Context: an optimization exercise on an open-source flow, tuned for a short achievable clock period and few clock cycles. The choices shown serve that exercise and are no tape-out recipe. The RTL was checked by simulation tests, not by an equivalence proof against the original design. Power and IR drop assume default switching activity.

==> design.v <==
package cpuPkg;
	localparam int wordW = 16;
	localparam int opW = 5;
	localparam int regSelW = 3;
	localparam int numRegs = 8;
	localparam int immW = 8;
	localparam int labelW = 11;
	localparam int imemDepth = 64;
	localparam int dmemDepth = 64;
	localparam int memAddrW = 6;
	localparam logic [memAddrW-1:0] spReset = 6'd63;  
	localparam logic [opW-1:0] opPush = 5'b00000;
	localparam logic [opW-1:0] opPop  = 5'b00001;
	localparam logic [opW-1:0] opAdd  = 5'b00010;
	localparam logic [opW-1:0] opOr   = 5'b00011;
	localparam logic [opW-1:0] opNot  = 5'b00100;
	localparam logic [opW-1:0] opNeg  = 5'b00101;
	localparam logic [opW-1:0] opInc  = 5'b00110;
	localparam logic [opW-1:0] opDec  = 5'b00111;
	localparam logic [opW-1:0] opCall = 5'b01000;
	localparam logic [opW-1:0] opRet  = 5'b01001;
	localparam logic [opW-1:0] opLdi  = 5'b01010;
	localparam logic [3:0] ccAlways = 4'd0;
	localparam logic [3:0] ccZ  = 4'd1;
	localparam logic [3:0] ccNz = 4'd2;
	localparam logic [3:0] ccC  = 4'd3;
	localparam logic [3:0] ccNc = 4'd4;
	localparam logic [3:0] ccS  = 4'd5;
	localparam logic [3:0] ccNs = 4'd6;
	localparam logic [3:0] ccV  = 4'd7;
	localparam logic [3:0] ccNv = 4'd8;
	localparam logic [2:0] passX = 3'd0;
	localparam logic [2:0] add   = 3'd1;
	localparam logic [2:0] orOp  = 3'd2;
	localparam logic [2:0] notX  = 3'd3;
	localparam logic [2:0] negX  = 3'd4;
	localparam logic [2:0] incX  = 3'd5;
	localparam logic [2:0] decX  = 3'd6;
	localparam logic [1:0] pcNext  = 2'd0;
	localparam logic [1:0] pcLabel = 2'd1;
	localparam logic [1:0] pcStack = 2'd2;
	localparam int flagZ = 3;
	localparam int flagC = 2;
	localparam int flagS = 1;
	localparam int flagV = 0;
endpackage
`timescale 1ns/1ps
import cpuPkg::*;
module cpuTop (
	input  logic ldSig,
	input  logic resetN,
	input  logic run,
	input  logic progWe,
	input  logic [5:0] progAddr,
	input  logic [15:0] progData,
	output logic [15:0] pc,
	output logic memWe,
	output logic [5:0] memAddr,
	output logic [15:0] memWdata,
	output logic [3:0] flags  
);
	logic [wordW-1:0] imem [imemDepth];
	logic [wordW-1:0] dmem [dmemDepth];
	logic [wordW-1:0] regQ [numRegs];
	logic [wordW-1:0] ir;        
	logic wePend;                
	logic [wordW-1:0] tos;       
	logic [memAddrW-1:0] sp;
	logic [opW-1:0] op;
	logic [regSelW-1:0] rSel;
	logic isBranch, isPush, isPop, isCall, isRet, isLdi, isAlu;
	logic condTrue;
	logic takeLabel;
	assign op = ir[15:11];
	assign rSel = ir[10:8];
	assign isBranch = op[opW-1];
	assign isPush = (op == opPush);
	assign isPop = (op == opPop);
	assign isCall = (op == opCall);
	assign isRet = (op == opRet);
	assign isLdi = (op == opLdi);
	assign isAlu = (op >= opAdd) && (op <= opDec);
	always_comb begin
		case (op[3:0])
			ccAlways: condTrue = 1'b1;
			ccZ:      condTrue = flags[flagZ];
			ccNz:     condTrue = !flags[flagZ];
			ccC:      condTrue = flags[flagC];
			ccNc:     condTrue = !flags[flagC];
			ccS:      condTrue = flags[flagS];
			ccNs:     condTrue = !flags[flagS];
			ccV:      condTrue = flags[flagV];
			ccNv:     condTrue = !flags[flagV];
			default:  condTrue = 1'b0;
		endcase
	end
	assign takeLabel = isCall || (isBranch && condTrue);
	logic [wordW-1:0] regOut;
	logic [wordW-1:0] pcInc;
	assign regOut = regQ[rSel];
	assign pcInc = pc + 1'b1;
	logic [wordW-1:0] aluZ;
	logic aluC, aluV;
	logic [wordW:0] addW;
	logic [wordW-1:0] negR, incR, decR;
	assign addW = {1'b0, tos} + {1'b0, regOut};
	assign negR = '0 - tos;
	assign incR = tos + 1'b1;
	assign decR = tos - 1'b1;
	always_comb begin
		aluZ = addW[wordW-1:0];
		aluC = 1'b0;
		aluV = 1'b0;
		case (op)
			opAdd: begin
				aluZ = addW[wordW-1:0];
				aluC = addW[wordW];
				aluV = (tos[15] == regOut[15]) && (addW[15] != tos[15]);
			end
			opOr:  aluZ = tos | regOut;
			opNot: aluZ = ~tos;
			opNeg: begin
				aluZ = negR;
				aluC = (tos != '0);
				aluV = (tos == 16'h8000);
			end
			opInc: begin
				aluZ = incR;
				aluC = (tos == 16'hffff);
				aluV = (tos == 16'h7fff);
			end
			default: begin  
				aluZ = decR;
				aluC = (tos == '0);
				aluV = (tos == 16'h8000);
			end
		endcase
	end
	assign memWe = run & wePend;
	assign memAddr = sp;
	assign memWdata = isCall ? pcInc : regOut;
	always_ff @(posedge ldSig) begin
		if (wePend)
			dmem[sp] <= memWdata;
	end
	always_ff @(posedge ldSig) begin
		if (progWe)
			imem[progAddr] <= progData;
	end
	logic [wordW-1:0] irSeq, irLabel, irRet, irHold, irNext;
	logic [memAddrW-1:0] spUp2;
	assign irSeq = imem[pcInc[memAddrW-1:0]];
	assign irLabel = imem[ir[memAddrW-1:0]];
	assign irRet = imem[tos[memAddrW-1:0]];
	assign irHold = (progWe && progAddr == pc[memAddrW-1:0]) ? progData : imem[pc[memAddrW-1:0]];
	always_comb begin
		if (!run)
			irNext = irHold;
		else if (takeLabel)
			irNext = irLabel;
		else if (isRet)
			irNext = irRet;
		else
			irNext = irSeq;
	end
	always_ff @(posedge ldSig) begin
		ir <= irNext;
	end
	always_ff @(posedge ldSig or negedge resetN) begin
		if (!resetN)
			wePend <= 1'b0;
		else
			wePend <= (irNext[15:11] == opPush) || (irNext[15:11] == opCall);
	end
	assign spUp2 = sp + 2'd2;
	always_ff @(posedge ldSig or negedge resetN) begin
		if (!resetN) begin
			pc <= '0;
			sp <= spReset;
			flags <= '0;
			tos <= '0;
		end else if (run) begin
			if (takeLabel)
				pc <= {{(wordW-labelW){1'b0}}, ir[labelW-1:0]};
			else if (isRet)
				pc <= tos;
			else
				pc <= pcInc;
			if (isPush || isCall)
				sp <= sp - 1'b1;
			else if (isPop || isRet)
				sp <= sp + 1'b1;
			if (isAlu)
				flags <= {aluZ == '0, aluC, aluZ[wordW-1], aluV};
			if (isPush)
				tos <= regOut;
			else if (isCall)
				tos <= pcInc;
			else if (isPop || isRet)
				tos <= dmem[spUp2];
		end
	end
	for (genvar i = 0; i < numRegs; i++) begin : gReg
		always_ff @(posedge ldSig or negedge resetN) begin
			if (!resetN)
				regQ[i] <= '0;
			else if (run && rSel == i && (isPop || isLdi || isAlu))
				regQ[i] <= isPop ? tos :
					isLdi ? {{(wordW-immW){1'b0}}, ir[immW-1:0]} : aluZ;
		end
	end
endmodule
==> run.sh <==
#!/bin/bash
# synth_recipe.tcl (not shown) runs the flow's synth.tcl, then flattens the netlist and writes it again
# the make line also repeats each setting of config.mk as NAME=value (left out here)
make -C /OpenROAD-flow-scripts/flow DESIGN_CONFIG=/design/flow/config.mk WORK_HOME=/design/flow/orfs CLKGATE_MAP_FILE= SYNTH_SCRIPT=/design/flow/synth_recipe.tcl finish
==> config.mk <==
export PLATFORM = sky130hd
export DESIGN_NAME = cpuTop
export DESIGN_NICKNAME = cpuTop
export VERILOG_FILES = /design/flow/design.v
export SDC_FILE = /design/flow/constraint.sdc
export NUM_CORES = 4
export LEC_CHECK = 0
export CAP_MARGIN = 20
export CORE_MARGIN = 2
export CORE_UTILIZATION = 40
export SLEW_MARGIN = 20
==> constraint.sdc <==
create_clock -name core_clock -period 11.0 [get_ports {ldSig}]
set_input_delay 2.2000 -clock core_clock [delete_from_list [all_inputs] [get_ports {ldSig}]]
set_output_delay 2.2000 -clock core_clock [all_outputs]
set_load 0.01 [all_outputs]
==> impl_results.md <==
- Fillers: 24078
- Cell Rows: 196
- MaxCap Viol Count: 0
- DR pass1 iterations: 7
- 1st-iter DRT viols: 9761
- First-pass GRT wire length: 517100 um
- Post-CTS Setup Bufs: 0
- Area of the multi-input gates: 0.04682 mm^2
- Crit path required time: 8.80 ns
- CP most frequent cell: buf_4
- Antenna Violating Nets Remaining: 0
- Worst slew pin tran: 1.162 ns
- Total detailed-routing wirelength: 365200 um
- Die Y: 539.0 um
- Final setup violation count: 0
- Psw: 16.57 mW
- CTS Buf Count: 236
- Largest net degree at the start of global routing: 132
- Setup TNS: 0 ns
- CTS root buffer: clkbuf_16
- Asr flop ratio synth: 0.07651
- Cell breakdown of the critical path: buf_4 > nand4_1 > or4_1 > nor3_1 > xnor2_1 > o21ai_4 > buf_4 > clkdlybuf4s50_1
- Initial Util: 0.4017
- Top Ports: 69
- Total power: 41.09 mW
- FF-to-FF setup slack: 4.85 ns
- Fin. Hold Viols: 0
- Post-Synthesis Cells: slightly above 6000
- Dpl hpwl: 215900 um
- Die area: between 0.2 and 0.3 mm^2
- Avg Cell Area, Syn: ~19 um^2
- Core area: 0.2850 mm^2
- Antenna violations before repair: 19
- PostCTS Resize Cnt: 0
- Hold_buf cts: 0
- IR drop worst, VDD: around 370 uV
- Area contributors post-synth: edfxtp_1 (54%), mux4_2 (31%), dfrtp_1 (3.6%)
- Pwr Density: 319.4 mW/mm^2
- Finished layout cell area: 0.1287 mm^2
- #FFs+latches synth: about 2200
- Share of cells above drive strength 1: 0.3774
- Top cell type's share of synthesized area: 0.5372
- Cell Count Post-Placement: 9753
- Tmin final: between 7 and 8 ns
- Total global-route track usage: 0.2482
- Sequential power share: 0.286
- Clk sinks: 2235
- Static leakage: slightly above 40 nW
- Crit share post-route: 0.6882
- DP Area: 0.1207 mm^2
- Sequential area share after synthesis: 0.5775
- TritonCTS clock tree: done
- Internal power: 24.52 mW
- Comb pwr share: 0.516
- Area growth from synthesis to layout: 12.38%
- Slowest stage delay, CP: 0.78 ns
- Clock Power Share: 0.198
- Post-Synthesis Cell Area: 0.1145 mm^2
- Crit path max fanout: between 60 and 70
- Non-Filler Instances: between 10000 and 15000
- Slew headroom: 0.2050
- Hold slack: around 0.47 ns
- Syn Nets: 6245
- PortBufs: 68
- Post-synth EDFFs: 2048
- RSZ-0062 raised after global routing: no
- Total gr overflow: 0
- Worst skew pair latency: around 0.95 ns
- Placer congestion estimate: 0.8970
- Switching share of power: 0.4033
- Prevailing post-synth register cell: edfxtp_1
- Slew Limit Fails: 0
- Crit path DAT: 5.37 ns
- Worst path slowest cell: dfrtp_4
- Most common cell after layout, fill and taps aside: edfxtp_1
- Crit start category: register
- CP endpoint kind: output port
- DR vias: 68238
- Cell variety after synth: between 80 and 90
- Routed wire per std cell: 35.76 um
- Layout net count: roughly 6300
- Fmax: 0.1321 GHz
- Most frequent cells in the layout: edfxtp_1 (2048), mux4_2 (1570), nand2_1 (330)
- CTS clk-pin slew, worst paths: around 0.06 ns
- Status: finished clean
- Critical path class: reg2out
- Worst Hold Class: reg2reg
- Area leader, netlist: edfxtp_1
- Register area: 0.06616 mm^2
- H-tree lvl count: 4
- Max clock buf depth: 4
- Skew final: 0.09932 ns
- Remaining routing DRC violations: 0
- Routed vias/inst: 6.682
- Total of warnings raised by yosys: 2
- Die X: 539.0 um
- Vias in the first global route: approximately 67000
## Yosys cell counts, drive strengths merged, types with 42 or more instances
master     n
inv       65
edfxtp  2048
mux2i     90
a211oi    50
buf      188
ha        57
mux4    1570
a22oi     73
o21ai    208
nand2    330
clkbuf   319
a21oi    119
nor3      42
nand3     65
dfrtp    165
nor2     259
## final cells by class
type                            instances  share of cell area
Sequential cell                      2235              0.5142
Multi-Input combinational cell       3350              0.3639
Clock buffer                          273             0.04722
Tap cell                             3762             0.03659
Timing Repair Buffer                  340             0.02198
Clock inverter                        163             0.01365
Inverter                               67            0.001994
Antenna cell                           22           0.0004279
## metrics by stage
stage	util	setup WS, ns
2_1_floorplan	-	4.136
3_3_place_gp	0.4231	3.738
3_5_place_dp	0.4237	4.269
4_1_cts	0.4511	3.304
5_1_grt	0.4515	3.119
6_report	0.4515	3.430
## sequential cells by signal, summed over array words and instances, names as in the netlist
register	count
dmem	1024
regQ	128
imem	1024
wePend	1
pc	16
flags	4
tos	16
ir	16
sp	6
## layer usage
metal	track usage	part of all wire	up-vias
met5	0	0	-
met4	0.09379	0.044	0
met3	0.06665	0.11	784
met2	0.3781	0.46	4300
met1	0.3419	0.38	36483
li1	-	-	26671
## power groups by stage
stage          logic [mW]  registers (mW)  clock network, mW
2_1_floorplan        13.8            11.5                  0
3_3_place_gp         20.7            11.9                  0
3_5_place_dp         20.9            11.9                  0
4_1_cts              20.9            11.7               8.28
5_1_grt              22.2            11.8               8.60
6_report             21.2            11.8               8.15
## critical path, delay by kind of cell, from the launching register on
kind / cells / cell delay (ns)
simple gates: 3 / 1.29
xor+xnor: 1 / 0.17
buf+inv: 3 / 1.99
compound gates: 1 / 0.15
flops: 1 / 0.78
## logic make-up (layout without fill, tap and decap cells)
| family | Yosys count | count (layout) | share of synthesized area |
|---|---|---|---|
| compound gates | 669 | 669 | 0.03762 |
| xor+xnor | 63 | 63 | 0.004820 |
| fa+ha+maj | 60 | 60 | 0.006754 |
| buf+inv | 574 | 843 | 0.01960 |
| flops | 2235 | 2235 | 0.5775 |
| mux | 1687 | 1687 | 0.3194 |
| other cells | 0 | 22 | 0 |
| simple gates | 871 | 871 | 0.03436 |
## final timing paths
kind,end,startpoint,cells after the start
min in group asynchronous,pc[1]$_DFFE_PN0P_,resetN,1
worst min register to register,regQ[0][8]$_DFFE_PN0P_,regQ[0][8]$_DFFE_PN0P_,2
max in group asynchronous,regQ[7][12]$_DFFE_PN0P_,resetN,2
worst min-delay path,regQ[0][8]$_DFFE_PN0P_,regQ[0][8]$_DFFE_PN0P_,2
worst max-delay path,memWdata[15],pc[0]$_DFFE_PN0P_,8
worst max register to register,wePend$_DFF_PN0_,pc[1]$_DFFE_PN0P_,9
Testbench counts, summed over its fixed seeds: cycles 52,802.

-- port drivers added, routing unchanged --
The results above use ideal ports. As a check the final layout listed here was re-extracted and re-timed, cells and wires unchanged. Step 1 assumes that a clkbuf_16 drives the clock port and a buf_2 every other input. Step 2 adds t to the input delays and takes it off the output delays; t is the mean of the earliest and latest rising clock arrival at the registers after step 1. Input paths then give back, and output paths get back, about the clock's delay inside the block. a / b / c = no drivers / after step 1 / after step 2; a / b = the first two.
t (ns): 0.990
setup WS [ns]: 3.430 / 3.342 / 4.333
worst hold slack (ns): 0.474 / 0.474 / 0.474
clock arrival spread, ns: 0.104 / 0.103
slew at the worst register clock pin (ns): 0.07 / 0.07
After both steps this run still meets setup and hold. For this run, drivers alone change the setup slack by -0.088 ns; drivers and shift together by +0.903 ns.
